What follows belongs to an exercise in optimizing a design on an open flow for small area; a production flow would make more cautious choices. The RTL was checked by simulation tests, not by an equivalence proof against the original design.

== 07-03 ==
==> flow/design.v (excerpt) <==
module dm_spi_array_master #(
  parameter int unsigned NCHAN      = 6,
  parameter int unsigned FRAME_BITS = 24,
  parameter int unsigned ADDR_W     = 14
) (
  input  logic              clk,
  input  logic              rst,
  input  logic              RamBusSel,
  input  logic              RamBusWrnRd,
  input  logic              RamBusLatch,
  input  logic [ADDR_W-1:0] RamBusAddress,
  input  logic [31:0]       RamBusDataIn,
  output logic [31:0]       RamBusDataOut,
  output logic              RamBusAck,
  input  logic              Pps,
  output logic              Sck,
  output logic [NCHAN-1:0]  Mosi,
  input  logic [NCHAN-1:0]  Miso,
  output logic [NCHAN-1:0]  nCs,
  output logic              nLDac
);
export LEC_CHECK = 0
export CAP_MARGIN = 20
export CORE_MARGIN = 2
export CORE_UTILIZATION = 55
export SLEW_MARGIN = 20
create_clock -name core_clock -period 8.0 [get_ports {clk}]
standard.sh (not shown) runs the stock make flow with config.mk's settings and CLKGATE_MAP_FILE= SYNTH_SCRIPT=/design/flow/synth_recipe.tcl, a recipe that flattens the netlist after the stock synthesis.
==> flow/flow/run.sh <==
#!/bin/bash
# Own layout flow: the standard ORFS flow (standard.sh) with three changes:
#  1. synthesis is ORFS's synth.tcl run exactly as synth_recipe.tcl runs it, except that the
#     combinational mapping uses an area-oriented ABC script (flow/area.abc); the flip-flops
#     are mapped before ABC, so the registers, their names and cells are unchanged;
#  2. clock tree synthesis without dummy loads, with leaf clusters sized for the clock-pin
#     slew limit;
#  3. every port still gets a buffer, but of the smallest buffer cell.
# Each tool's output is in the ORFS logs under orfs/logs; make's own output is in flow_make.log.
set -euo pipefail
W=$(pwd)
F=$W/flow

# Build the synthesis script from synth_recipe.tcl: its first line (synth without fsm/share),
# then ORFS's synth.tcl with the ABC script swapped, then synth_recipe.tcl's remaining lines.
{
  head -n 1 "$W/synth_recipe.tcl"
  sed 's#^source \$::env(SCRIPTS_DIR)/synth_preamble.tcl$#&\nset abc_args [lreplace $abc_args 1 1 $::env(FLOW_AREA_ABC)]\nputs "area ABC script: $abc_args"#' \
    "$FLOW_HOME/scripts/synth.tcl"
  tail -n +3 "$W/synth_recipe.tcl"
} > "$W/synth_area.tcl"
grep -q 'FLOW_AREA_ABC' "$W/synth_area.tcl"

export FLOW_AREA_ABC="$F/area.abc"
export BUFFER_PORTS_ARGS="-buffer_cell sky130_fd_sc_hd__buf_1"
export CTS_ARGS="-sink_clustering_enable -repair_clock_nets -dont_use_dummy_load -buf_list sky130_fd_sc_hd__clkbuf_4 -sink_clustering_size 10 -sink_clustering_max_diameter 40"

bash "$W/standard.sh" \
  "SYNTH_SCRIPT=$W/synth_area.tcl" \
  "FLOW_AREA_ABC=$FLOW_AREA_ABC" \
  "BUFFER_PORTS_ARGS=$BUFFER_PORTS_ARGS" \
  "CTS_ARGS=$CTS_ARGS" \
  finish > "$W/flow_make.log" 2>&1
==> flow/flow/area.abc <==
strash
&get -n
&dc2
&dch -f
&nf -R 1000 -p -C 32 -F 8
&put
strash
&get -n
&dc2
&dch -f
&nf -R 1000 -p -C 32 -F 8
&put
Changes in 12-24 relative to 07-03:
--- a/flow/design.v
+++ b/flow/design.v
@@ -163,25 +163,29 @@
     assign rdTx[i] = rdTxB & (rdIdx == 3'(i)) & txValid[i];
     assign rdRx[i] = rdRxB & (rdIdx == 3'(i)) & rxValid[i];
   end
   always_ff @(posedge clk) begin
     rdIdx <= RamBusAddress[4:2];
   end
   always_ff @(posedge clk) begin
     if (startSetup) ph <= '0;
     else if (tick) ph <= ph + 6'd1;
   end
+  logic [FRAME_BITS-1:0] bitSel;
   logic [7:0] loSel;
   logic [2:0] hiSel;
   always_comb begin
     for (int k = 0; k < 8; k++) loSel[k] = (ph[3:1] == 3'(7 - k));
     for (int g = 0; g < 3; g++) hiSel[g] = run & (ph[5:4] == 2'(2 - g));
+  end
+  always_comb begin
+    for (int k = 0; k < FRAME_BITS; k++) bitSel[k] = run & (ph[5:1] == 5'(23 - k));
   end
   for (genvar i = 0; i < NCHAN; i++) begin : gCh
     always_ff @(posedge clk) begin
       if (wr & aTxB & aIdx[i] & ~busyNext) txData[i] <= RamBusDataIn[FRAME_BITS-1:0];
       if (sampleEn) rxShift[i] <= {rxShift[i][FRAME_BITS-2:0], Miso[i]};
       if (rxUpd[i]) rxData[i] <= rxShift[i];
     end
     logic [2:0] grp;
     for (genvar g = 0; g < 3; g++) begin : gG
       assign grp[g] = hiSel[g] & |(txData[i][8*g +: 8] & loSel);
[summary]
- 12-24 against 07-03: total wire length now sits lower, global-route wire length before repair went down 1.0 mm, core utilization has decreased, count of clock-buffer cells in the layout went down by 2, worst setup slack grew by 130 ps.
- Final critical delay including setup and external delays (lower): 12-24

port drivers added, routing unchanged:
Ports are ideal in the flow. The routed layouts listed here were re-timed in OpenROAD.
Step 1 assumes that a clkbuf_16 drives the clock port and a buf_2 every other input.
Step 2 adds t to the input delays and takes it off the output delays; t is the mean of the earliest and latest rising clock arrival at the registers after step 1. Input paths then give back, and output paths get back, about the clock's delay inside the block.
a / b / c = ideal ports / drivers / drivers and shift; a / b = the first two.
run | t (ns) | setup WS [ns] | slew at the worst register clock pin (ns)
07-03 | 0.738 | 2.793 / 2.748 / 3.486 | 0.11 / 0.11
12-24 | 0.776 | 2.918 / 2.872 / 3.256 | 0.11 / 0.11
After both steps setup and hold are still met in every run listed.
